What follows belongs to an exercise in optimizing a design on an open flow for small area, a short achievable clock period and few clock cycles per item; a production flow would make more cautious choices. RTL that was checked went through simulation tests only; none was proved equivalent to the original. Only the layout flow was run in runs 4 and 5; the RTL was not checked for function there.

==> design/flow/design.v <==
`default_nettype none
package rms_pkg;
	function automatic logic [6:0] seg_of_nibble(input logic [3:0] nibble);
		logic [6:0] seg;
		case (nibble)
			4'h0: seg = 7'h40;
			4'h1: seg = 7'h79;
			4'h2: seg = 7'h24;
			4'h3: seg = 7'h30;
			4'h4: seg = 7'h19;
			4'h5: seg = 7'h12;
			4'h6: seg = 7'h02;
			4'h7: seg = 7'h78;
			4'h8: seg = 7'h00;
			4'h9: seg = 7'h10;
			4'ha: seg = 7'h08;
			4'hb: seg = 7'h03;
			4'hc: seg = 7'h46;
			4'hd: seg = 7'h21;
			4'he: seg = 7'h06;
			default: seg = 7'h0e;
		endcase
		seg_of_nibble = seg;
	endfunction
endpackage
`default_nettype wire
`default_nettype none
module rms_top
(
	input  logic        CLOCK_50,
	input  logic        rst_n,
	input  logic        src_empty,
	input  logic [31:0] src_readdata,
	input  logic        snk_full,
	output logic        src_read,
	output logic        snk_write,
	output logic [31:0] snk_writedata,
	output logic [6:0]  hex0,
	output logic [6:0]  hex1,
	output logic [6:0]  hex2,
	output logic [6:0]  hex3,
	output logic [6:0]  hex4,
	output logic [6:0]  hex5
);
	localparam logic [14:0] BND = 15'b101_0101_0101_0010;
	logic        run_q;
	logic        pend_q;
	logic        vsk_q;
	logic [15:0] xs_q;
	logic        va_q;
	logic [15:0] xa_q;
	logic        vq_q;
	logic [31:0] sq_q;
	logic [34:0] s_q;
	logic        vs_q;
	logic [3:0]  es_q;
	logic [1:0]  ms_q;
	logic [3:0]  e_of_k;
	logic [1:0]  m_of_k;
	logic [2:0]  wcnt_q;
	logic        ov_q;
	logic [15:0] out_q;
	logic [3:0]  pos_q;
	logic        adv;
	logic [7:0]  xh;
	logic [7:0]  xl;
	logic [15:0] sqh;
	logic [15:0] sql;
	logic [15:0] sqm;
	logic [15:0] sqm_q;
	logic [34:0] s_new;
	assign adv = !ov_q || !snk_full;
	assign snk_write = ov_q && !snk_full;
	assign src_read = run_q && !src_empty && !vsk_q && adv;
	assign snk_writedata = {16'h0000, out_q};
	always_ff @(posedge CLOCK_50 or negedge rst_n)
	begin
		if (!rst_n)
		begin
			run_q <= 1'b0;
			pend_q <= 1'b0;
			vsk_q <= 1'b0;
			va_q <= 1'b0;
			vq_q <= 1'b0;
			vs_q <= 1'b0;
			wcnt_q <= '0;
		end
		else
		begin
			run_q <= 1'b1;
			pend_q <= src_read;
			if (adv)
			begin
				va_q <= pend_q || vsk_q;
				vsk_q <= 1'b0;
				vq_q <= va_q;
				vs_q <= vq_q;
				if (vq_q)
					wcnt_q <= wcnt_q + 3'd1;
			end
			else if (pend_q)
				vsk_q <= 1'b1;
		end
	end
	assign xh = xa_q[15:8];
	assign xl = xa_q[7:0];
	assign sqh =
		({16{xh[0]}} & (((16'(xh) >> 1) << 2) | (16'd1 << 0))) +
		({16{xh[1]}} & (((16'(xh) >> 2) << 4) | (16'd1 << 2))) +
		({16{xh[2]}} & (((16'(xh) >> 3) << 6) | (16'd1 << 4))) +
		({16{xh[3]}} & (((16'(xh) >> 4) << 8) | (16'd1 << 6))) +
		({16{xh[4]}} & (((16'(xh) >> 5) << 10) | (16'd1 << 8))) +
		({16{xh[5]}} & (((16'(xh) >> 6) << 12) | (16'd1 << 10))) +
		({16{xh[6]}} & (((16'(xh) >> 7) << 14) | (16'd1 << 12))) +
		({16{xh[7]}} & (((16'(xh) >> 8) << 16) | (16'd1 << 14)));
	assign sql =
		({16{xl[0]}} & (((16'(xl) >> 1) << 2) | (16'd1 << 0))) +
		({16{xl[1]}} & (((16'(xl) >> 2) << 4) | (16'd1 << 2))) +
		({16{xl[2]}} & (((16'(xl) >> 3) << 6) | (16'd1 << 4))) +
		({16{xl[3]}} & (((16'(xl) >> 4) << 8) | (16'd1 << 6))) +
		({16{xl[4]}} & (((16'(xl) >> 5) << 10) | (16'd1 << 8))) +
		({16{xl[5]}} & (((16'(xl) >> 6) << 12) | (16'd1 << 10))) +
		({16{xl[6]}} & (((16'(xl) >> 7) << 14) | (16'd1 << 12))) +
		({16{xl[7]}} & (((16'(xl) >> 8) << 16) | (16'd1 << 14)));
	assign sqm =
		({16{xa_q[8]}} & (16'(xl) << 0)) +
		({16{xa_q[9]}} & (16'(xl) << 1)) +
		({16{xa_q[10]}} & (16'(xl) << 2)) +
		({16{xa_q[11]}} & (16'(xl) << 3)) +
		({16{xa_q[12]}} & (16'(xl) << 4)) +
		({16{xa_q[13]}} & (16'(xl) << 5)) +
		({16{xa_q[14]}} & (16'(xl) << 6)) +
		({16{xa_q[15]}} & (16'(xl) << 7));
	assign s_new = ((wcnt_q == 3'd0) ? 35'd0 : s_q) + 35'(sq_q) + (35'(sqm_q) << 9);
	always_ff @(posedge CLOCK_50)
	begin
		if (pend_q && !adv)
			xs_q <= src_readdata[15:0];
		if (adv)
		begin
			xa_q <= pend_q ? src_readdata[15:0] : xs_q;
			sq_q <= {sqh, sql};
			sqm_q <= sqm;
			if (vq_q)
			begin
				s_q <= s_new;
				es_q <= e_of_k;
				ms_q <= m_of_k;
			end
		end
	end
	function automatic logic [3:0] dstep(input logic [2:0] r, input logic b, input logic [1:0] mm);
		logic q;
		logic [2:0] n;
		logic c1;
		logic c2;
		c1 = !mm[0];
		c2 = !mm[1];
		case (mm)
			2'd0: q = b;
			2'd1: q = r[1] | (r[0] & b);
			2'd2: q = r[2] | (r[1] & (r[0] | b));
			default: q = r[2] | (r[1] & r[0] & b);
		endcase
		n[0] = b ^ q;
		n[1] = r[0] ^ (q & (c1 ^ b));
		n[2] = r[1] ^ (q & (c2 ^ ((r[0] & c1) | (r[0] & b) | (c1 & b))));
		dstep = {q, n};
	endfunction
	logic [15:0][17:0] rem_i;
	logic [15:0][15:0] r_i;
	logic [15:0][2:0]  dr_i;
	logic [15:0][31:0] qs_i;
	logic [15:0][1:0]  mm_i;
	logic [15:0]       v_i;
	logic [15:0][17:0] rem_o;
	logic [15:0][15:0] r_o;
	logic [15:0][2:0]  dr_o;
	logic [15:0][31:0] qs_o;
	always_comb
	begin
		case (wcnt_q)
			3'd0: begin e_of_k = 4'b0001; m_of_k = 2'd0; end
			3'd1: begin e_of_k = 4'b0010; m_of_k = 2'd0; end
			3'd2: begin e_of_k = 4'b0001; m_of_k = 2'd1; end
			3'd3: begin e_of_k = 4'b0100; m_of_k = 2'd0; end
			3'd4: begin e_of_k = 4'b0001; m_of_k = 2'd2; end
			3'd5: begin e_of_k = 4'b0010; m_of_k = 2'd1; end
			3'd6: begin e_of_k = 4'b0001; m_of_k = 2'd3; end
			default: begin e_of_k = 4'b1000; m_of_k = 2'd0; end
		endcase
	end
	logic [34:0] sh;
	logic [1:0]  mm0;
	assign sh = ({35{es_q[0]}} & s_q) | ({35{es_q[1]}} & (s_q >> 1)) |
		({35{es_q[2]}} & (s_q >> 2)) | ({35{es_q[3]}} & (s_q >> 3));
	assign mm0 = ms_q;
	for (genvar j = 0; j < 16; j++)
	begin : g_step
		if (j == 0)
		begin : g_src
			logic [3:0] a1;
			logic [3:0] a2;
			assign a1 = dstep(sh[34:32], sh[31], mm0);
			assign a2 = dstep(a1[2:0], sh[30], mm0);
			assign rem_i[j] = '0;
			assign r_i[j] = '0;
			assign dr_i[j] = a2[2:0];
			assign qs_i[j] = {a1[3], a2[3], sh[29:0]};
			assign mm_i[j] = mm0;
			assign v_i[j] = vs_q;
		end
		else if (BND[j-1])
		begin : g_reg
			logic [17:0] rem_q;
			logic [15:0] r_q;
			logic [2:0]  dr_q;
			logic [31:0] qs_q;
			logic [1:0]  mm_q;
			logic        v_q;
			always_ff @(posedge CLOCK_50)
			begin
				if (adv)
				begin
					rem_q <= rem_o[j-1];
					r_q <= r_o[j-1];
					dr_q <= dr_o[j-1];
					qs_q <= qs_o[j-1] & (32'hffffffff >> (2 * j));
					mm_q <= mm_i[j-1];
				end
			end
			always_ff @(posedge CLOCK_50 or negedge rst_n)
			begin
				if (!rst_n)
					v_q <= 1'b0;
				else if (adv)
					v_q <= v_i[j-1];
			end
			assign rem_i[j] = rem_q;
			assign r_i[j] = r_q;
			assign dr_i[j] = dr_q;
			assign qs_i[j] = qs_q;
			assign mm_i[j] = mm_q;
			assign v_i[j] = v_q;
		end
		else
		begin : g_pass
			assign rem_i[j] = rem_o[j-1];
			assign r_i[j] = r_o[j-1];
			assign dr_i[j] = dr_o[j-1];
			assign qs_i[j] = qs_o[j-1];
			assign mm_i[j] = mm_i[j-1];
			assign v_i[j] = v_i[j-1];
		end
		if (j < 15)
		begin : g_div
			logic [3:0] b1;
			logic [3:0] b2;
			assign b1 = dstep(dr_i[j], qs_i[j][29-2*j], mm_i[j]);
			assign b2 = dstep(b1[2:0], qs_i[j][28-2*j], mm_i[j]);
			assign dr_o[j] = b2[2:0];
			always_comb
			begin
				qs_o[j] = qs_i[j];
				qs_o[j][29-2*j] = b1[3];
				qs_o[j][28-2*j] = b2[3];
			end
		end
		else
		begin : g_nodiv
			assign dr_o[j] = '0;
			assign qs_o[j] = qs_i[j];
		end
		logic [j+2:0] rs;
		logic [j+1:0] tr;
		logic [j+3:0] diff;
		logic         t;
		assign rs = {rem_i[j][j:0], qs_i[j][31-2*j -: 2]};
		if (j == 0)
		begin : g_t0
			assign tr = 2'b01;
		end
		else
		begin : g_tn
			assign tr = {r_i[j][j-1:0], 2'b01};
		end
		assign diff = {1'b0, rs} - {2'b00, tr};
		assign t = !diff[j+3];
		assign rem_o[j] = 18'(t ? diff[j+1:0] : rs[j+1:0]);
		assign r_o[j] = 16'({r_i[j][14:0], t});
	end
	always_ff @(posedge CLOCK_50 or negedge rst_n)
	begin
		if (!rst_n)
		begin
			ov_q <= 1'b0;
			out_q <= '0;
			pos_q <= '0;
		end
		else if (adv)
		begin
			ov_q <= v_i[15];
			if (v_i[15])
			begin
				out_q <= r_o[15];
				pos_q <= (pos_q[2:0] == 3'd0) ? 4'd1 : pos_q + 4'd1;
			end
		end
	end
	assign hex0 = rms_pkg::seg_of_nibble(out_q[3:0]);
	assign hex1 = rms_pkg::seg_of_nibble(out_q[7:4]);
	assign hex2 = rms_pkg::seg_of_nibble(out_q[11:8]);
	assign hex3 = rms_pkg::seg_of_nibble(out_q[15:12]);
	assign hex4 = rms_pkg::seg_of_nibble(pos_q);
	assign hex5 = rms_pkg::seg_of_nibble(4'h0);
endmodule
`default_nettype wire
==> design/flow/run.sh <==
#!/bin/bash
# synth_recipe.tcl (not shown) runs the flow's synth.tcl, then flattens the netlist and writes it again
# the make line also repeats each setting of config.mk as NAME=value (left out here)
make -C /OpenROAD-flow-scripts/flow DESIGN_CONFIG=/design/flow/config.mk WORK_HOME=/design/flow/orfs CLKGATE_MAP_FILE= SYNTH_SCRIPT=/design/flow/synth_recipe.tcl finish
==> design/flow/config.mk <==
export PLATFORM = sky130hd
export DESIGN_NAME = rms_top
export DESIGN_NICKNAME = rms_top
export VERILOG_FILES = /design/flow/design.v
export SDC_FILE = /design/flow/constraint.sdc
export NUM_CORES = 4
export LEC_CHECK = 0
export ABC_AREA = 1
export CAP_MARGIN = 20
export CORE_MARGIN = 2
export CORE_UTILIZATION = 40
export CTS_BUF_LIST = sky130_fd_sc_hd__clkbuf_8
export SETUP_SLACK_MARGIN = 4.8
export SLEW_MARGIN = 20
==> design/flow/constraint.sdc <==
create_clock -name core_clock -period 10.0 [get_ports {CLOCK_50}]
set_input_delay 2.0000 -clock core_clock [delete_from_list [all_inputs] [get_ports {CLOCK_50}]]
set_output_delay 2.0000 -clock core_clock [all_outputs]
set_load 0.01 [all_outputs]
==> results.json, run 1 <==
{
  "setup_tns_ns": 0,
  "grt_pass1_vias": 22051,
  "coreArea_um2": 77200,
  "cts_root_buf": "clkbuf_8",
  "overflow": 0,
  "grt_max_degree": 187,
  "cts_buffers": 74,
  "first_pass_iters": 5,
  "ys_warn_count": 2,
  "clk_latency_ns": 0.66,
  "die_area_um2": 79900,
  "die_x_um": 283,
  "track_usage_pct": 14.9,
  "multi_input_area_um2": 16800,
  "antenna_found_initial": 2,
  "critPathArrivalTime_ns": 3.03,
  "synth_cell_types": 59,
  "slew-limit-headroom_pct": 33.4,
  "wl_per_cell_um": 12.4,
  "num_vias": 22907,
  "startpoint_type": "input pin",
  "clock.fmax_mhz": 199,
  "cts_hold_buf": 0,
  "ys_ff_latch": 417,
  "r2r_cells": 32,
  "area_delta_synth_final_pct": 13.5,
  "drv_slew": 0,
  "r2r_setup_slack_ns": 5.15,
  "cts_max_level": 3,
  "pre_cts_slack_ns": 3.29,
  "required_ns": 8.00,
  "globalplace.congestion": 0.812,
  "drt_iter0_markers": 1007,
  "hold_violations": 0,
  "fin_worst_skew_ns": 0.0267,
  "worst_pin_slew_ns": 0.999,
  "clk_pin_slew_worst_paths_ns": 0.06,
  "netlist_area_um2": 31100,
  "max_cap_viol_count": 0,
  "drcViolationCount": 0,
  "rsz0062_at_grt": "no",
  "setup_ws_ns": 4.97,
  "rr_startpoint": "g_step[13].genblk1.g_reg.rem_q[1]$_DFFE_PN_",
  "grt_pass1_wl_um": 99900,
  "fin_nets": 4136,
  "initial_core_util_pct": 40.3,
  "seq_area_um2": 12300,
  "hold_ws_ns": 0.406,
  "finalCritPeriodShare_pct": 50.3,
  "cts_tree": "done",
  "syn_area_per_cell_um2": 8.86,
  "r2r_end": "g_step[15].genblk1.g_reg.rem_q[13]$_DFFE_PN_",
  "ys_seq_area_share_pct": 39.7,
  "hpwl_um": 42300,
  "final_antenna_net_count": 0,
  "cp-endpoint": "src_read",
  "cp-end-kind": "primary output",
  "startpoint": "src_empty",
  "routed_wirelength_um": 59500,
  "crit_type": "input pin to primary output",
  "avgViaCountPerCell": 4.78,
  "row_count": 102,
  "fin_crit_ns": 5.03,
  "setup_viol_count_final": 0,
  "place_area_um2": 32800,
  "fillers": 7524,
  "die_h_um": 283,
  "cts_sinks": 417,
  "hold_class": "flop to flop",
  "design_area_um2": 35300,
  "worstPathMaxFanout": 2,
  "num_io_pins": 112,
  "status": "finished clean",
  "drive_above_1_share_pct": 9.93,
  "port_buffers": 72,
  "clockBufferDepth": 3,
  "postSynthCellCount": 3509
}
==> final cells by class <==
cell class              count  area share (%)
repair inverters            5          0.0851
clock inverters            57           0.869
inverters                 527            5.72
diodes                      2          0.0142
flip-flops and latches    417            35.0
repair buffers            172            4.25
well taps                1040            3.69
multi-input cells        2493            47.5
clock buffers              75            2.93
==> state kept, by name, summed over array words and instances, names as in the netlist, 18 cells and up <==
name	count
g_step.genblk1.g_reg.dr_q	18
g_step.genblk1.g_reg.qs_q	100
g_step.genblk1.g_reg.r_q	62
g_step.genblk1.g_reg.rem_q	69
s_q	35
sq_q	30
==> layout by cell type, fill, tap and decap left out, types with 21 or more instances in the layout <==
cell type	netlist	routed
a21oi_1	228	217
buf_4	23	91
clkbuf_8	0	75
clkdlybuf4s50_1	0	69
conb_1	2	24
dfrtp_1	37	36
edfxtp_1	380	380
fa_1	75	75
ha_1	335	329
inv_1	498	512
inv_2	25	24
nand2_1	743	734
nand2_2	16	21
nand3_1	124	121
nor2_1	203	193
o21ai_0	233	220
o21ai_1	41	42
o21bai_1	24	24
o22ai_1	39	39
or2_2	21	21
xnor2_1	58	58
xor2_1	170	167
==> routing by layer <==
metal	up-vias	global-route usage, %	routed length (um)
li1	12032	-	-
met1	10508	17.4	25800
met2	262	27.5	30200
met3	105	2.58	1910
met4	0	5.26	1530
met5	-	0	0
==> Yosys cell counts, drive strengths merged <==
master | n | area, um^2
dfrtp | 37 | 926
a21boi | 2 | 18.8
nand3b | 11 | 82.6
o221ai | 1 | 8.76
buf | 30 | 231
clkbuf | 67 | 251
nor4 | 2 | 12.5
mux2i | 1 | 10.0
nand2 | 766 | 2970
o22ai | 39 | 244
o21ai | 280 | 1420
and2 | 3 | 18.8
clkinv | 4 | 15.0
xor2 | 171 | 1510
inv | 523 | 1960
xnor2 | 58 | 508
a21o | 5 | 37.5
nand3 | 129 | 671
o21bai | 25 | 191
a211oi | 9 | 67.6
or2 | 27 | 169
a32oi | 1 | 8.76
a31o | 1 | 8.76
nor2 | 205 | 780
fa | 75 | 1500
o21a | 9 | 67.6
ha | 335 | 4190
edfxtp | 380 | 11400
a221oi | 1 | 8.76
nand4 | 6 | 37.5
a22oi | 7 | 57.6
a32o | 4 | 40.0
o211ai | 14 | 115
a21oi | 238 | 1240
a211o | 6 | 52.6
conb | 2 | 7.51
a31oi | 7 | 43.8
o31ai | 15 | 118
nor3 | 13 | 65.1
==> cell families (layout without fill, tap and decap cells) <==
group | count (synthesis) | count (layout) | share of synthesized area [%]
and+or+nand+nor | 1162 | 1165 | 15.5
AOI/OAI and AO/OA | 664 | 664 | 12.1
buffers and inverters | 624 | 836 | 7.92
DFF | 417 | 417 | 39.7
adders and majority gates | 410 | 410 | 18.3
xor gates and xnor gates | 229 | 229 | 6.48
other | 2 | 26 | 0.0242
muxes | 1 | 1 | 0.0322
==> timing repair <==
item,in CTS,in global routing
pin swaps,2,26
endpoints found under the setup margin,52,84
buffers inserted,7,80
gates resized for setup,31,84
gates cloned,6,5
==> through the flow <==
step	std cells	utilization, %
after detailed placement	4556	42.5
after global placement	4556	42.5
final	4788	45.7
after global routing	4787	45.7
after CTS	4701	44.5
after floorplan	3531	-
==> worst max-delay path, stage by stage <==
cell             delay [ns]
clkdlybuf4s50_1        0.40
nor4_1                 0.32
dlygate4sd2_1          0.31
==> worst min path at each step <==
stage / cells after the start / to / startpoint / slack (ns)
2_1_floorplan: 0 / g_step[11].genblk1.g_reg.qs_q[0]$_DFFE_PN_ / g_step[9].genblk1.g_reg.qs_q[0]$_DFFE_PN_ / 0.40
3_3_place_gp: 0 / g_step[13].genblk1.g_reg.qs_q[2]$_DFFE_PN_ / g_step[11].genblk1.g_reg.qs_q[2]$_DFFE_PN_ / 0.40
3_5_place_dp: 0 / g_step[11].genblk1.g_reg.qs_q[3]$_DFFE_PN_ / g_step[9].genblk1.g_reg.qs_q[3]$_DFFE_PN_ / 0.40
4_1_cts: 0 / g_step[13].genblk1.g_reg.qs_q[1]$_DFFE_PN_ / g_step[11].genblk1.g_reg.qs_q[1]$_DFFE_PN_ / 0.41
5_1_grt: 0 / g_step[7].genblk1.g_reg.qs_q[3]$_DFFE_PN_ / g_step[5].genblk1.g_reg.qs_q[3]$_DFFE_PN_ / 0.41
6_report: 0 / g_step[13].genblk1.g_reg.qs_q[1]$_DFFE_PN_ / g_step[11].genblk1.g_reg.qs_q[1]$_DFFE_PN_ / 0.41
Testbench counts, summed over its fixed seeds: cycles 4,192, items 4,096.
==> run 2: changes to the inputs <==
--- a/design/flow/config.mk
+++ b/design/flow/config.mk
@@ -10,5 +10,7 @@
 export CORE_MARGIN = 2
 export CORE_UTILIZATION = 40
-export CTS_BUF_LIST = sky130_fd_sc_hd__clkbuf_8
+export CTS_BUF_LIST = sky130_fd_sc_hd__clkbuf_8 sky130_fd_sc_hd__clkbuf_16
+export CTS_CLUSTER_DIAMETER = 80
+export CTS_CLUSTER_SIZE = 40
 export SETUP_SLACK_MARGIN = 4.8
 export SLEW_MARGIN = 20
==> run 2 against run 1 <==
- fmax stayed put
- largest cell class unchanged
- first-iteration DRC count is 0.20% higher
- global-route usage is 0.43 points lower
- still clean on timing, DRC and antenna
- die area stayed put
- sequential share of layout area is 0.20 points higher
- wire length is 1.6% lower
- non-clock buffer count is 3 higher
- count of clock-buffer cells in the layout is 48 lower
- synthesized area stayed put
- synthesized cell count stayed put
- highest routed layer unchanged
- clock skew is 0.0065 ns higher
==> results.json, run 2 <==
{
  "status": "finished clean",
  "grt_pass1_vias": 21681,
  "drv_slew": 0,
  "critPathArrivalTime_ns": 3.03,
  "finalCritPeriodShare_pct": 50.3,
  "cts_sinks": 417,
  "row_count": 102,
  "drt_iter0_markers": 1009,
  "multi_input_area_um2": 16700,
  "mostFrequentLayoutCells": "nand2_1 (737), inv_1 (491), edfxtp_1 (380), ha_1 (328), o21ai_0 (219)",
  "crit_type": "input pin to primary output",
  "required_ns": 8.00,
  "wl_per_cell_um": 12.4,
  "syn_area_per_cell_um2": 8.86,
  "cts_buffers": 27,
  "fin_nets": 4092,
  "hold_violations": 0,
  "fin_worst_skew_ns": 0.0332,
  "slowest_stage": "clkdlybuf4s50_1",
  "fillers": 7486,
  "rsz0062_at_grt": "yes",
  "largest_reg_flops": 100,
  "routed_wirelength_um": 58500,
  "grt_pass1_wl_um": 98600,
  "critPathMaxStageDelay_ns": 0.40,
  "hpwl_um": 42300,
  "startpoint_type": "input pin",
  "yosysTopAreaCell": "edfxtp_1",
  "cts_hold_buf": 0,
  "worstPathMaxFanout": 2,
  "final_antenna_net_count": 0,
  "cts_root_buf": "clkbuf_16",
  "synth_common_cells": "nand2_1 (743), inv_1 (498), edfxtp_1 (380), ha_1 (335), o21ai_0 (233)",
  "num_vias": 22614,
  "die_x_um": 283,
  "netlist_area_um2": 31100,
  "postSynthCellCount": 3509,
  "async_reset_ff_share_pct": 8.87,
  "ys_seq_area_share_pct": 39.7,
  "hold_class": "flop to flop",
  "track_usage_pct": 14.5,
  "globalplace.congestion": 0.812,
  "instances_no_fill": 4708,
  "seq_area_um2": 12300,
  "cts_tree": "done",
  "clock.fmax_mhz": 199,
  "synth_top_area_share_pct": 36.7,
  "critPathBufInv": 2,
  "antenna_found_initial": 1,
  "synth_area_leaders": "edfxtp_1 (37%), ha_1 (13%), nand2_1 (9.0%)",
  "ys_ff_latch": 417,
  "num_io_pins": 112,
  "layout.cells.most_common": "nand2_1",
  "top_register": "g_step.genblk1.g_reg.qs_q",
  "clk_latency_ns": 0.62,
  "clockBufferDepth": 3,
  "die_h_um": 283,
  "cp-end-kind": "primary output",
  "coreArea_um2": 77200,
  "crit_family": "buffers and inverters",
  "setup_viol_count_final": 0,
  "grt_max_degree": 187,
  "cts_max_level": 1,
  "slew-limit-headroom_pct": 34.6,
  "hp-start": "g_step[2].genblk1.g_reg.qs_q[0]$_DFFE_PN_",
  "setup_tns_ns": 0,
  "drive_above_1_share_pct": 8.81,
  "path_cells": "clkdlybuf4s50_1 -> nor4_1 -> dlygate4sd2_1",
  "yosysMostFrequentCell": "nand2_1",
  "initial_core_util_pct": 40.3,
  "hold_ws_ns": 0.392,
  "die_area_um2": 79900,
  "ys.flop_type": "edfxtp_1",
  "avgViaCountPerCell": 4.80,
  "startpoint": "src_empty",
  "synth_edf_count": 380,
  "placedCellCount": 4556,
  "port_buffers": 72,
  "max_cap_viol_count": 0,
  "reg_top3": "g_step.genblk1.g_reg.qs_q: 100 flops, g_step.genblk1.g_reg.rem_q: 69 flops, g_step.genblk1.g_reg.r_q: 62 flops",
  "synth_cell_types": 59,
  "overflow": 0,
  "rr_startpoint": "g_step[11].genblk1.g_reg.rem_q[0]$_DFFE_PN_",
  "clk_pin_slew_worst_paths_ns": 0.12,
  "first_pass_iters": 5,
  "fin_crit_ns": 5.03,
  "area_delta_synth_final_pct": 12.9,
  "worst_pin_slew_ns": 0.981,
  "drcViolationCount": 0,
  "ys_warn_count": 2
}
[run 2: final cells by class]
cell class,instances,area share [%]
Antenna cell,1,0.00713
Clock buffer,27,1.93
Clock inverter,23,1.34
Inverter,527,5.74
Multi-Input combinational cell,2493,47.7
Sequential cell,417,35.2
Tap cell,1040,3.71
Timing Repair Buffer,175,4.31
Timing Repair inverter,5,0.0856
[run 2: logic make-up after synthesis]
group / share of synthesized area [%]
adder cells (fa/ha/maj): 18.3
XOR/XNOR: 6.48
AND/OR/NAND/NOR: 15.5
multiplexers: 0.0322
buffers and inverters: 7.92
other: 0.0242
AO/OA/AOI/OAI: 12.1
flip-flops: 39.7
[run 2: stage by stage]
stage               setup slack, ns  instance area, um^2  util (%)
finish                         4.97                35100      45.4
global route                   4.69                35100      45.4
CTS                            4.81                34100      44.2
detailed placement             3.29                32800      42.5
global placement               3.33                32800      42.5
floorplan                      4.97                31200         -
[run 2: worst paths after layout]
path                                                          endpoint  slack, ns  cells past startpoint
min in group asynchronous                         pos_q[0]$_DFFE_PN0P_       1.47                      2
hold / removal               g_step[5].genblk1.g_reg.qs_q[0]$_DFFE_PN_       0.39                      0
max in group asynchronous                        wcnt_q[0]$_DFFE_PN0P_       8.05                      2
setup reg to reg           g_step[13].genblk1.g_reg.rem_q[8]$_DFFE_PN_       5.10                     33
hold reg to reg              g_step[5].genblk1.g_reg.qs_q[0]$_DFFE_PN_       0.39                      0
setup / recovery                                              src_read       4.97                      3
[run 2: timing repair]
item                                    in CTS  in global routing
resized for setup                           30                 75
endpoints found under the setup margin      52                 85
hold endpoints to repair                     0                  0
gates cloned                                 6                  5
pin swaps                                    2                 23
setup buffers                                7                 83
[run 2: per-layer routing]
| metal | share of wire [%] | routed length, um | track usage, % | up-vias |
|---|---|---|---|---|
| li1 | - | - | - | 11912 |
| met1 | 44 | 25900 | 17.4 | 10446 |
| met5 | 0 | 0 | 0 | - |
| met2 | 52 | 30200 | 27.6 | 194 |
| met3 | 2.1 | 1230 | 1.43 | 62 |
| met4 | 2.1 | 1230 | 3.54 | 0 |
[run 2: worst reg2reg max path, delay by kind of cell (launching register included)]
family	cells	cell delay (ns)
AO/OA/AOI/OAI	13	1.82
adder cells (fa/ha/maj)	2	0.61
buffers and inverters	5	0.53
flip-flops	1	0.45
AND/OR/NAND/NOR	13	1.25
==> run 3: changes to the inputs <==
--- a/design/flow/config.mk
+++ b/design/flow/config.mk
@@ -11,6 +11,6 @@
 export CORE_UTILIZATION = 40
 export CTS_BUF_LIST = sky130_fd_sc_hd__clkbuf_8 sky130_fd_sc_hd__clkbuf_16
-export CTS_CLUSTER_DIAMETER = 80
-export CTS_CLUSTER_SIZE = 40
+export CTS_CLUSTER_DIAMETER = 60
+export CTS_CLUSTER_SIZE = 30
 export SETUP_SLACK_MARGIN = 4.8
 export SLEW_MARGIN = 20
==> run 3 against run 2 <==
- clock skew shrank 0.0013 ns
- critical path type unchanged
- largest cell class unchanged
- cell count grew 0.53%
==> results.json, run 3 <==
{
  "cts_root_buf": "clkbuf_16",
  "wl_per_cell_um": 12.4,
  "reg_top3": "g_step.genblk1.g_reg.qs_q: 100 flops, g_step.genblk1.g_reg.rem_q: 69 flops, g_step.genblk1.g_reg.r_q: 62 flops",
  "cts_tree": "done",
  "first_pass_iters": 5,
  "die_h_um": 283,
  "drcViolationCount": 0,
  "clock.fmax_mhz": 198,
  "area_delta_synth_final_pct": 14.6,
  "fillers": 7418,
  "ys_warn_count": 2,
  "grt_pass1_vias": 21911,
  "synth_area_leaders": "edfxtp_1 (37%), ha_1 (13%), nand2_1 (9.0%)",
  "row_count": 102,
  "setup_tns_ns": 0,
  "fin_crit_ns": 5.05,
  "synth_top_area_share_pct": 36.7,
  "overflow": 0,
  "finalCritPeriodShare_pct": 50.5,
  "ys_seq_area_share_pct": 39.7,
  "antenna_found_initial": 1,
  "clk_pin_slew_worst_paths_ns": 0.09,
  "grt_pass1_wl_um": 99400,
  "max_cap_viol_count": 0,
  "num_io_pins": 112,
  "routed_wirelength_um": 58800,
  "port_buffers": 72,
  "largest_reg_flops": 100,
  "slew-limit-headroom_pct": 33.7,
  "crit_type": "input pin to primary output",
  "top_register": "g_step.genblk1.g_reg.qs_q",
  "globalplace.congestion": 0.812,
  "avgViaCountPerCell": 4.82,
  "required_ns": 8.00,
  "worst_pin_slew_ns": 0.994,
  "layout.cells.most_common": "nand2_1",
  "startpoint_type": "input pin",
  "drt_iter0_markers": 987,
  "synth_edf_count": 380,
  "num_vias": 22792,
  "netlist_area_um2": 31100,
  "hold_class": "flop to flop",
  "grt_max_degree": 187,
  "yosysMostFrequentCell": "nand2_1",
  "cts_max_level": 2,
  "status": "finished clean",
  "mostFrequentLayoutCells": "nand2_1 (734), inv_1 (490), edfxtp_1 (380), ha_1 (330), o21ai_0 (219)",
  "cts_sinks": 417,
  "setup_viol_count_final": 0,
  "syn_area_per_cell_um2": 8.86,
  "fin_worst_skew_ns": 0.0319,
  "design_area_um2": 35600,
  "async_reset_ff_share_pct": 8.87,
  "r2r_setup_slack_ns": 5.07,
  "final_antenna_net_count": 0,
  "fin_util_pct": 46.1,
  "die_x_um": 283,
  "rsz0062_at_grt": "no",
  "synth_common_cells": "nand2_1 (743), inv_1 (498), edfxtp_1 (380), ha_1 (335), o21ai_0 (233)",
  "track_usage_pct": 14.7,
  "hpwl_um": 42300,
  "ys.flop_type": "edfxtp_1",
  "placedCellCount": 4556,
  "drv_slew": 0,
  "synth_cell_types": 59,
  "critPathArrivalTime_ns": 3.05,
  "ys_ff_latch": 417,
  "hold_violations": 0,
  "die_area_um2": 79900,
  "yosysTopAreaCell": "edfxtp_1",
  "instances_no_fill": 4733,
  "clockBufferDepth": 3,
  "clk_latency_ns": 0.59,
  "cp-end-kind": "primary output",
  "coreArea_um2": 77200,
  "cts_hold_buf": 0,
  "worstPathMaxFanout": 10,
  "postSynthCellCount": 3509,
  "drive_above_1_share_pct": 9.72,
  "cts_buffers": 41,
  "fin_nets": 4105,
  "place_area_um2": 32800,
  "initial_core_util_pct": 40.3
}
==> run 3: cell types whose count changed in the layout (fill, tap and decap cells not counted), sizes merged <==
cell,change
clkbuf,+16
clkinvlp,+3
bufinv,+3
inv,+5
buf,-1
clkinv,-1
==> run 3: cell families (layout without fill, tap and decap cells) <==
group	count (synthesis)	after routing	synth area share [%]
other	2	25	0.0242
AO/OA/AOI/OAI	664	664	12.1
flip-flops	417	417	39.7
buffers and inverters	624	782	7.92
AND/OR/NAND/NOR	1162	1165	15.5
XOR/XNOR	229	229	6.48
adder cells (fa/ha/maj)	410	410	18.3
multiplexers	1	1	0.0322
==> run 3: metrics by stage <==
| step | worst slack, ns | hold WS (ns) |
|---|---|---|
| 6_report | 4.95 | 0.396 |
| 5_1_grt | 4.73 | 0.395 |
| 4_1_cts | 4.81 | 0.393 |
| 3_5_place_dp | 3.29 | 0.405 |
| 3_3_place_gp | 3.33 | 0.401 |
| 2_1_floorplan | 4.97 | 0.400 |
==> run 3: final cells by class <==
type / instances / area (um^2) / share of cell area [%]
Multi-Input combinational cell: 2493 / 16800 / 47.2
Tap cell: 1040 / 1300 / 3.65
Clock inverter: 33 / 522 / 1.46
Clock buffer: 43 / 1080 / 3.02
Timing Repair Buffer: 174 / 1520 / 4.26
Antenna cell: 1 / 2.50 / 0.00703
Sequential cell: 417 / 12300 / 34.6
Timing Repair inverter: 5 / 30.0 / 0.0843
Inverter: 527 / 2020 / 5.66
==> run 3: timing repair <==
action / CTS / global route
setup buffers: 7 / 82
pin swaps: 3 / 27
gates resized for setup: 30 / 97
cloned: 6 / 5
setup endpoints to repair: 52 / 86
==> run 3: worst paths after layout <==
check / startpoint / depth (start not counted) / to
max: snk_full / 5 / src_read
min: g_step[5].genblk1.g_reg.qs_q[12]$_DFFE_PN_ / 0 / g_step[7].genblk1.g_reg.qs_q[12]$_DFFE_PN_
max reg2reg: g_step[13].genblk1.g_reg.r_q[1]$_DFFE_PN_ / 33 / g_step[15].genblk1.g_reg.rem_q[13]$_DFFE_PN_
min reg2reg: g_step[5].genblk1.g_reg.qs_q[12]$_DFFE_PN_ / 0 / g_step[7].genblk1.g_reg.qs_q[12]$_DFFE_PN_
max in group asynchronous: rst_n / 2 / wcnt_q[0]$_DFFE_PN0P_
min in group asynchronous: rst_n / 2 / pos_q[0]$_DFFE_PN0P_
==> run 3: critical path, stage by stage <==
cell           delay, ns
buf_2               0.22
nand2_8             0.19
clkinvlp_4          0.16
nor4_2              0.17
dlygate4sd2_1       0.30
==> run 3: metal layers <==
metal / share of wire, % / track usage, %
met5: 0 / 0
met4: 2.4 / 4.27
met3: 2.8 / 1.84
met2: 51 / 27.7
met1: 44 / 17.4
==> run 4: changes to the inputs <==
--- a/design/flow/design.v
+++ b/design/flow/design.v
@@ -44,4 +44,6 @@
 );
 	localparam logic [14:0] BND = 15'b101_0101_0101_0010;
+	localparam logic [84:0] CS = {5'd16, 5'd16, 5'd16, 5'd16, 5'd16, 5'd16, 5'd16,
+		5'd15, 5'd13, 5'd12, 5'd10, 5'd8, 5'd6, 5'd5, 5'd4, 5'd3, 5'd2, 5'd1};
 	logic        run_q;
 	logic        pend_q;
@@ -225,7 +227,7 @@
 					rem_q <= rem_o[j-1];
 					r_q <= r_o[j-1];
-					dr_q <= dr_o[j-1];
+					dr_q <= (CS[5*j +: 5] < 5'd16) ? dr_o[j-1] : 3'd0;
+					mm_q <= (CS[5*j +: 5] < 5'd16) ? mm_i[j-1] : 2'd0;
 					qs_q <= qs_o[j-1] & (32'hffffffff >> (2 * j));
-					mm_q <= mm_i[j-1];
 				end
 			end
@@ -253,16 +255,23 @@
 			assign v_i[j] = v_i[j-1];
 		end
-		if (j < 15)
+		localparam int C0 = CS[5*j +: 5];
+		localparam int C1 = CS[5*(j+1) +: 5];
+		if (C1 > C0)
 		begin : g_div
-			logic [3:0] b1;
-			logic [3:0] b2;
-			assign b1 = dstep(dr_i[j], qs_i[j][29-2*j], mm_i[j]);
-			assign b2 = dstep(b1[2:0], qs_i[j][28-2*j], mm_i[j]);
-			assign dr_o[j] = b2[2:0];
+			logic [6*(C1-C0)+2:0] dc;
+			logic [31:0] qn;
+			assign dc[2:0] = dr_i[j];
+			for (genvar n = 0; n < 2 * (C1 - C0); n++)
+			begin : g_ds
+				logic [3:0] o;
+				assign o = dstep(dc[3*n +: 3], qs_i[j][31-2*C0-n], mm_i[j]);
+				assign dc[3*n+3 +: 3] = o[2:0];
+				assign qn[31-2*C0-n] = o[3];
+			end
+			assign dr_o[j] = dc[6*(C1-C0) +: 3];
 			always_comb
 			begin
 				qs_o[j] = qs_i[j];
-				qs_o[j][29-2*j] = b1[3];
-				qs_o[j][28-2*j] = b2[3];
+				qs_o[j][31-2*C0 -: 2*(C1-C0)] = qn[31-2*C0 -: 2*(C1-C0)];
 			end
 		end
--- a/design/flow/config.mk
+++ b/design/flow/config.mk
@@ -10,7 +10,5 @@
 export CORE_MARGIN = 2
 export CORE_UTILIZATION = 40
-export CTS_BUF_LIST = sky130_fd_sc_hd__clkbuf_8 sky130_fd_sc_hd__clkbuf_16
-export CTS_CLUSTER_DIAMETER = 60
-export CTS_CLUSTER_SIZE = 30
-export SETUP_SLACK_MARGIN = 4.8
+export CTS_BUF_LIST = sky130_fd_sc_hd__clkbuf_8
+export SETUP_SLACK_MARGIN = 5
 export SLEW_MARGIN = 20
==> run 4 against run 3 <==
- still clean on timing, DRC and antenna
- fmax is 11% lower
- via count increased by 7.1%
- clock skew is 0.0041 ns higher
- utilization grew 5.4 points
- count of clock-buffer cells in the layout increased by 34
- first-iteration DRC count is 8.3% higher
- cell area is 9.8% higher
- largest cell class unchanged
- highest routed layer unchanged
==> results.json, run 4 <==
{
  "status": "finished clean",
  "cpMostUsedCell": "nand2_1",
  "synth_common_cells": "nand2_1 (774), inv_1 (484), edfxtp_1 (370), ha_1 (334), o21ai_0 (254)",
  "fillers": 6688,
  "num_io_pins": 112,
  "wl_met2_um": 36500,
  "row_count": 101,
  "synthMuxAreaShare_pct": 0.0326,
  "setup_tns_ns": 0,
  "port_buffers": 72,
  "ys_warn_count": 6,
  "max_cap_viol_count": 0,
  "clock.fmax_mhz": 176,
  "die_h_um": 281,
  "cts_root_buf": "clkbuf_8",
  "synth_top_family_by_area": "adder cells",
  "synthAdderAreaFrac_pct": 18.5,
  "initial_core_util_pct": 40.4,
  "drive_above_1_share_pct": 24.2,
  "synth_top_area_share_pct": 36.2,
  "postSynthCellCount": 3483,
  "critPathMaxStageDelay_ns": 0.43,
  "yosys.area_share.simple_pct": 15.9,
  "wl_met1_um": 27200,
  "globalplace.congestion": 0.808,
  "antenna_found_initial": 1,
  "track_usage_pct": 16.7,
  "routed_wirelength_um": 68800,
  "die_x_um": 281,
  "async_reset_ff_share_pct": 9.09,
  "drt_iter0_markers": 1069,
  "ys_seq_area_share_pct": 39.2,
  "synth_compound_area_share_pct": 11.7,
  "final_antenna_net_count": 0,
  "routed.top_layer": "met4",
  "critPathArrivalTime_ns": 6.08,
  "hold_violations": 0,
  "cts_tree": "done",
  "synth_area_leaders": "edfxtp_1 (36%), ha_1 (14%), nand2_1 (9.5%)",
  "drv_slew": 0,
  "netlist_area_um2": 30700,
  "wl_per_cell_um": 13.7,
  "yosysMostFrequentCell": "nand2_1",
  "first_pass_iters": 5,
  "clk_latency_ns": 0.66,
  "wl_met3_um": 1830,
  "fin_crit_ns": 5.67,
  "top_register": "g_step.genblk1.g_reg.qs_q",
  "grt_max_degree": 180,
  "finalCritPeriodShare_pct": 56.7,
  "slew-limit-headroom_pct": 35.6,
  "synth_edf_count": 370,
  "fin_nets": 4377,
  "clk_pin_slew_worst_paths_ns": 0.06,
  "cts_hold_buf": 0,
  "syn_area_per_cell_um2": 8.81,
  "grt_pass1_wl_um": 110000,
  "rsz0062_at_grt": "yes",
  "die_area_um2": 78900,
  "largest_reg_flops": 100,
  "hpwl_um": 42000,
  "cp-end-kind": "flop",
  "area_delta_synth_final_pct": 27.6,
  "ys_ff_latch": 407,
  "layout.cells.most_common": "nand2_1",
  "mostFrequentLayoutCells": "nand2_1 (622), inv_1 (469), edfxtp_1 (370), ha_1 (317), buf_4 (315)",
  "startpoint_type": "flop",
  "fin_worst_skew_ns": 0.0360,
  "num_vias": 24404,
  "hold_class": "flop to flop",
  "cts_sinks": 407,
  "hold_ws_ns": 0.409,
  "crit_type": "flop to flop",
  "slowest_stage": "edfxtp_1",
  "cts_buffers": 75,
  "worstPathMaxFanout": 8,
  "required_ns": 10.41,
  "ys.flop_type": "edfxtp_1",
  "coreArea_um2": 75900,
  "setup_viol_count_final": 0,
  "synthXorXnorAreaFrac_pct": 6.77,
  "reg_top3": "g_step.genblk1.g_reg.qs_q: 100 flops, g_step.genblk1.g_reg.rem_q: 69 flops, g_step.genblk1.g_reg.r_q: 62 flops",
  "overflow": 0,
  "cts_max_level": 3,
  "synth_cell_types": 61,
  "yosysTopAreaCell": "edfxtp_1",
  "clockBufferDepth": 3,
  "drcViolationCount": 0,
  "avgViaCountPerCell": 4.86,
  "worst_pin_slew_ns": 0.966,
  "grt_pass1_vias": 23936
}
==> run 4: cell count changes after synthesis, moves of 7 or more <==
cell      change
o21ai_1      -25
nand2_2      +18
xnor2_1      +12
edfxtp_1     -10
xor2_1       -14
nor2_1       -36
nor3_1        -7
a21oi_1      +17
inv_2        -12
o21ai_0      +21
inv_1        -14
nand2_1      +31
nand3b_1      +7
==> run 4: cell families (layout without fill, tap and decap cells) <==
group                    count (synthesis)  count (layout)
flip-flops                             407             407
other                                    2              25
XOR/XNOR                               232             232
AO/OA/AOI/OAI                          651             651
multiplexers                             1               1
adder cells (fa/ha/maj)                409             409
AND/OR/NAND/NOR                       1173            1178
buffers and inverters                  608            1088
==> run 4: per-layer routing <==
layer	global-route usage, %	vias to the layer above
met5	0	-
met4	6.95	0
met3	2.51	178
met2	32.2	371
met1	18.0	11383
li1	-	12472
==> run 4: cell type report <==
cell class              count  area, um^2  area share, %
flip-flops and latches    407       12000           30.8
multi-input cells        2495       18500           47.3
diodes                      1        2.50        0.00640
clock inverters            58         372          0.950
repair inverters            7        40.0          0.102
well taps                1030        1290           3.29
repair buffers            442        3800           9.72
inverters                 504        2000           5.11
clock buffers              77        1060           2.71
==> run 4: final timing paths <==
path | startpoint | end | slack [ns] | cells past startpoint
setup / recovery | g_step[5].genblk1.g_reg.mm_q[1]$_DFFE_PN_ | g_step[7].genblk1.g_reg.dr_q[1]$_DFFE_PN_ | 4.33 | 54
hold / removal | g_step[11].genblk1.g_reg.qs_q[3]$_DFFE_PN_ | g_step[13].genblk1.g_reg.qs_q[3]$_DFFE_PN_ | 0.41 | 0
setup reg to reg | g_step[5].genblk1.g_reg.mm_q[1]$_DFFE_PN_ | g_step[7].genblk1.g_reg.dr_q[1]$_DFFE_PN_ | 4.33 | 54
hold reg to reg | g_step[11].genblk1.g_reg.qs_q[3]$_DFFE_PN_ | g_step[13].genblk1.g_reg.qs_q[3]$_DFFE_PN_ | 0.41 | 0
max in group asynchronous | rst_n | wcnt_q[1]$_DFFE_PN0P_ | 8.19 | 1
min in group asynchronous | rst_n | pos_q[0]$_DFFE_PN0P_ | 1.37 | 1
==> run 4: repair_timing <==
| item | in CTS | in global routing |
|---|---|---|
| buffers inserted | 230 | 127 |
| resized for setup | 286 | 354 |
| setup endpoints to repair | 85 | 93 |
| pin swaps | 115 | 200 |
| cloned | 14 | 3 |
==> run 4: metrics by stage <==
step                util, %  std cells  worst slack (ns)  cell area [um^2]
global placement       42.6       4511              3.37             32400
CTS                    48.5       4890              4.68             36800
finish                 51.5       5021              4.33             39100
global route           51.5       5021              3.93             39100
floorplan                 -       3505              5.00             30800
detailed placement     42.6       4511              3.34             32400
==> run 4: worst max-delay path: cells and delay by family, from the launching register on <==
kind,cells,cell delay [ns]
AO/OA/AOI/OAI,1,0.06
AND/OR/NAND/NOR,48,4.17
buffers and inverters,4,0.51
XOR/XNOR,1,0.19
flip-flops,1,0.43
==> run 5: changes to the inputs <==
--- a/design/flow/design.v
+++ b/design/flow/design.v
@@ -43,7 +43,5 @@
 	output logic [6:0]  hex5
 );
-	localparam logic [14:0] BND = 15'b101_0101_0101_0010;
-	localparam logic [84:0] CS = {5'd16, 5'd16, 5'd16, 5'd16, 5'd16, 5'd16, 5'd16,
-		5'd15, 5'd13, 5'd12, 5'd10, 5'd8, 5'd6, 5'd5, 5'd4, 5'd3, 5'd2, 5'd1};
+	localparam logic [14:0] BND = 15'b001_0101_0101_0010;
 	logic        run_q;
 	logic        pend_q;
@@ -62,5 +60,8 @@
 	logic [2:0]  wcnt_q;
 	logic        ov_q;
-	logic [15:0] out_q;
+	logic [15:0] orem_q;
+	logic [14:0] oroot_q;
+	logic [1:0]  oq_q;
+	logic [15:0] root;
 	logic [3:0]  pos_q;
 	logic        adv;
@@ -75,5 +76,5 @@
 	assign snk_write = ov_q && !snk_full;
 	assign src_read = run_q && !src_empty && !vsk_q && adv;
-	assign snk_writedata = {16'h0000, out_q};
+	assign snk_writedata = {16'h0000, root};
 	always_ff @(posedge CLOCK_50 or negedge rst_n)
 	begin
@@ -227,7 +228,7 @@
 					rem_q <= rem_o[j-1];
 					r_q <= r_o[j-1];
-					dr_q <= (CS[5*j +: 5] < 5'd16) ? dr_o[j-1] : 3'd0;
-					mm_q <= (CS[5*j +: 5] < 5'd16) ? mm_i[j-1] : 2'd0;
+					dr_q <= dr_o[j-1];
 					qs_q <= qs_o[j-1] & (32'hffffffff >> (2 * j));
+					mm_q <= mm_i[j-1];
 				end
 			end
@@ -255,23 +256,16 @@
 			assign v_i[j] = v_i[j-1];
 		end
-		localparam int C0 = CS[5*j +: 5];
-		localparam int C1 = CS[5*(j+1) +: 5];
-		if (C1 > C0)
+		if (j < 15)
 		begin : g_div
-			logic [6*(C1-C0)+2:0] dc;
-			logic [31:0] qn;
-			assign dc[2:0] = dr_i[j];
-			for (genvar n = 0; n < 2 * (C1 - C0); n++)
-			begin : g_ds
-				logic [3:0] o;
-				assign o = dstep(dc[3*n +: 3], qs_i[j][31-2*C0-n], mm_i[j]);
-				assign dc[3*n+3 +: 3] = o[2:0];
-				assign qn[31-2*C0-n] = o[3];
-			end
-			assign dr_o[j] = dc[6*(C1-C0) +: 3];
+			logic [3:0] b1;
+			logic [3:0] b2;
+			assign b1 = dstep(dr_i[j], qs_i[j][29-2*j], mm_i[j]);
+			assign b2 = dstep(b1[2:0], qs_i[j][28-2*j], mm_i[j]);
+			assign dr_o[j] = b2[2:0];
 			always_comb
 			begin
 				qs_o[j] = qs_i[j];
-				qs_o[j][31-2*C0 -: 2*(C1-C0)] = qn[31-2*C0 -: 2*(C1-C0)];
+				qs_o[j][29-2*j] = b1[3];
+				qs_o[j][28-2*j] = b2[3];
 			end
 		end
@@ -304,5 +298,7 @@
 		begin
 			ov_q <= 1'b0;
-			out_q <= '0;
+			orem_q <= '0;
+			oroot_q <= '0;
+			oq_q <= '0;
 			pos_q <= '0;
 		end
@@ -312,13 +308,16 @@
 			if (v_i[15])
 			begin
-				out_q <= r_o[15];
+				orem_q <= rem_i[15][15:0];
+				oroot_q <= r_i[15][14:0];
+				oq_q <= qs_i[15][1:0];
 				pos_q <= (pos_q[2:0] == 3'd0) ? 4'd1 : pos_q + 4'd1;
 			end
 		end
 	end
-	assign hex0 = rms_pkg::seg_of_nibble(out_q[3:0]);
-	assign hex1 = rms_pkg::seg_of_nibble(out_q[7:4]);
-	assign hex2 = rms_pkg::seg_of_nibble(out_q[11:8]);
-	assign hex3 = rms_pkg::seg_of_nibble(out_q[15:12]);
+	assign root = {oroot_q, {orem_q, oq_q} >= {1'b0, oroot_q, 2'b01}};
+	assign hex0 = rms_pkg::seg_of_nibble(root[3:0]);
+	assign hex1 = rms_pkg::seg_of_nibble(root[7:4]);
+	assign hex2 = rms_pkg::seg_of_nibble(root[11:8]);
+	assign hex3 = rms_pkg::seg_of_nibble(root[15:12]);
 	assign hex4 = rms_pkg::seg_of_nibble(pos_q);
 	assign hex5 = rms_pkg::seg_of_nibble(4'h0);
--- a/design/flow/config.mk
+++ b/design/flow/config.mk
@@ -11,4 +11,4 @@
 export CORE_UTILIZATION = 40
 export CTS_BUF_LIST = sky130_fd_sc_hd__clkbuf_8
-export SETUP_SLACK_MARGIN = 5
+export SETUP_SLACK_MARGIN = 4.8
 export SLEW_MARGIN = 20
==> run 5 against run 4 <==
- still clean
- die area is 0.90% lower
- first-iteration DRC count is 14% lower
- critical path depth shrank 38
- via count is 5.8% lower
- register-to-register slack better by 0.78 ns
- fmax grew 7.5%
- synthesized cell count is 0.98% lower
- wire length is 13% lower
==> results.json, run 5 <==
{
  "status": "finished clean",
  "async_reset_ff_share_pct": 13.3,
  "top_register": "g_step.genblk1.g_reg.qs_q",
  "routed_wirelength_um": 59900,
  "clk_latency_ns": 0.67,
  "worstPathMaxFanout": 6,
  "row_count": 101,
  "hold_class": "flop to flop",
  "setup_tns_ns": 0,
  "synth_common_cells": "nand2_1 (714), inv_1 (454), edfxtp_1 (347), ha_1 (333), o21ai_0 (247)",
  "num_io_pins": 112,
  "die_x_um": 280,
  "rsz0062_at_grt": "yes",
  "max_cap_viol_count": 0,
  "postSynthCellCount": 3449,
  "syn_area_per_cell_um2": 8.81,
  "cts_hold_buf": 0,
  "mostFrequentLayoutCells": "nand2_1 (695), inv_1 (468), edfxtp_1 (347), ha_1 (322), o21ai_0 (230)",
  "grt_pass1_vias": 22145,
  "netlist_area_um2": 30400,
  "synth_cell_types": 62,
  "drv_slew": 0,
  "pre_cts_slack_ns": 3.27,
  "hold_violations": 0,
  "fin_worst_skew_ns": 0.0389,
  "synth_area_leaders": "edfxtp_1 (34%), ha_1 (14%), nand2_1 (8.8%)",
  "slew-limit-headroom_pct": 32.3,
  "yosysTopAreaCell": "edfxtp_1",
  "first_pass_iters": 7,
  "largest_reg_flops": 98,
  "fillers": 7260,
  "drcViolationCount": 0,
  "worst_pin_slew_ns": 1.02,
  "drive_above_1_share_pct": 12.0,
  "layout.cells.most_common": "nand2_1",
  "cts_buffers": 74,
  "initial_core_util_pct": 40.2,
  "cts_root_buf": "clkbuf_8",
  "synth_top_area_share_pct": 34.3,
  "ys.flop_type": "edfxtp_1",
  "synth_edf_count": 347,
  "overflow": 0,
  "required_ns": 8.00,
  "globalplace.congestion": 0.833,
  "finalCritPeriodShare_pct": 52.8,
  "wl_per_cell_um": 12.8,
  "fin_crit_ns": 5.28,
  "cts_sinks": 400,
  "startpoint_type": "flop",
  "die_h_um": 280,
  "yosysMostFrequentCell": "nand2_1",
  "hpwl_um": 42100,
  "grt_max_degree": 84,
  "clock.fmax_mhz": 189,
  "crit_type": "flop to primary output",
  "port_buffers": 72,
  "final_antenna_net_count": 0,
  "critPathArrivalTime_ns": 3.28,
  "avgViaCountPerCell": 4.90,
  "ys_warn_count": 2,
  "antenna_found_initial": 1,
  "clockBufferDepth": 3,
  "setup_viol_count_final": 0,
  "clk_pin_slew_worst_paths_ns": 0.06,
  "fin_nets": 4098,
  "reg_top3": "g_step.genblk1.g_reg.qs_q: 98 flops, g_step.genblk1.g_reg.rem_q: 53 flops, g_step.genblk1.g_reg.r_q: 47 flops",
  "ys_seq_area_share_pct": 38.7,
  "coreArea_um2": 75600,
  "cts_tree": "done",
  "track_usage_pct": 15.1,
  "hold_ws_ns": 0.405,
  "grt_pass1_wl_um": 100000,
  "cp-end-kind": "primary output",
  "ys_ff_latch": 400,
  "area_delta_synth_final_pct": 15.3,
  "setup_ws_ns": 4.72,
  "drt_iter0_markers": 915,
  "cts_max_level": 3,
  "die_area_um2": 78200,
  "num_vias": 22979
}
run 5: repair_timing:
action / 4_1_cts / 5_1_grt
pin swaps: 15 / 50
setup endpoints to repair: 62 / 80
buffers inserted: 19 / 91
gates cloned: 4 / 8
resized for setup: 108 / 105
run 5: cell families after synthesis:
logic type,after synthesis,share of synthesized area (%)
AND/OR/NAND/NOR,1131,15.4
AO/OA/AOI/OAI,694,13.1
buffers and inverters,585,7.54
adder cells (fa/ha/maj),408,18.7
flip-flops,400,38.7
XOR/XNOR,228,6.63
other,2,0.0247
multiplexers,1,0.0329
run 5: per-layer routing:
metal,global-route usage (%),vias up,wire (um)
li1,-,11979,-
met2,27.4,253,30200
met4,4.69,0,1470
met1,18.2,10655,26500
met3,2.54,92,1740
met5,0,-,0
run 5: path summary, 6_finish.rpt:
check	to	slack, ns	depth (start not counted)	from
hold / removal	g_step[11].genblk1.g_reg.qs_q[1]$_DFFE_PN_	0.41	0	g_step[9].genblk1.g_reg.qs_q[1]$_DFFE_PN_
setup / recovery	hex0[1]	4.72	16	oroot_q[3]$_DFFE_PN0P_
setup reg to reg	g_step[13].genblk1.g_reg.rem_q[2]$_DFFE_PN_	5.11	34	g_step[11].genblk1.g_reg.rem_q[1]$_DFFE_PN_
hold reg to reg	g_step[11].genblk1.g_reg.qs_q[1]$_DFFE_PN_	0.41	0	g_step[9].genblk1.g_reg.qs_q[1]$_DFFE_PN_
max in group asynchronous	wcnt_q[0]$_DFFE_PN0P_	7.89	2	rst_n
min in group asynchronous	g_step[7].genblk1.g_reg.v_q$_DFFE_PN0N_	1.51	2	rst_n
run 5: per-stage QoR:
step	instance area (um^2)	cells	utilization, %
after CTS	33900	4592	44.8
after floorplan	30500	3471	-
final	35000	4693	46.3
after global routing	35000	4692	46.3
after detailed placement	32100	4434	42.4
after global placement	32100	4434	42.4
run 5: final cells by class:
cell class	instances	area [um^2]	area share, %
clock buffers	80	1100	3.14
multi-input cells	2487	17000	48.4
flip-flops and latches	400	11800	33.6
repair inverters	4	25.0	0.0714
well taps	978	1220	3.49
clock inverters	55	249	0.711
inverters	484	1870	5.33
diodes	2	5.00	0.0143
repair buffers	203	1840	5.26
run 5: worst max-delay path, cell delays in order (launching register included):
cell,delay (ns)
dfrtp_1,0.39
inv_4,0.06
ha_4,0.29
nand4_1,0.12
a21oi_2,0.19
a2111oi_4,0.05
o221a_2,0.25
o21ai_2,0.12
nand3_1,0.08
a21boi_1,0.13
nor3_1,0.06
buf_4,0.16
buf_8,0.14
ha_1,0.29
nand3_1,0.08
nand2_1,0.06
buf_2,0.14

[separate check: timing with driven ports]
No port has a modelled driver above. Below, the same layouts with a new extraction and two added sets of constraints.
Step 1 (the two cells are an assumption about what drives the block):
set clk [get_ports {CLOCK_50}]
set_driving_cell -lib_cell sky130_fd_sc_hd__clkbuf_16 $clk
set_driving_cell -lib_cell sky130_fd_sc_hd__buf_2 [delete_from_list [all_inputs] $clk]
Step 2, shift: input delay + t, output delay - t, t = (earliest + latest rising clock arrival at the registers) / 2. This alone moves slack from input paths to output paths.
Slacks: ideal ports / drivers / drivers and shift; pairs: ideal ports / drivers.
run	shift t [ns]	setup WS [ns]	worst setup path at the end
run 1	0.700	4.972 / 4.952 / 4.952	input to output
run 2	0.663	4.972 / 4.952 / 4.952	input to output
run 3	0.633	4.951 / 4.933 / 4.933	input to output
run 4	0.700	4.325 / 4.325 / 4.325	register to register
run 5	0.708	4.722 / 4.662 / 4.825	input to register
After both steps every run listed still meets setup and hold.
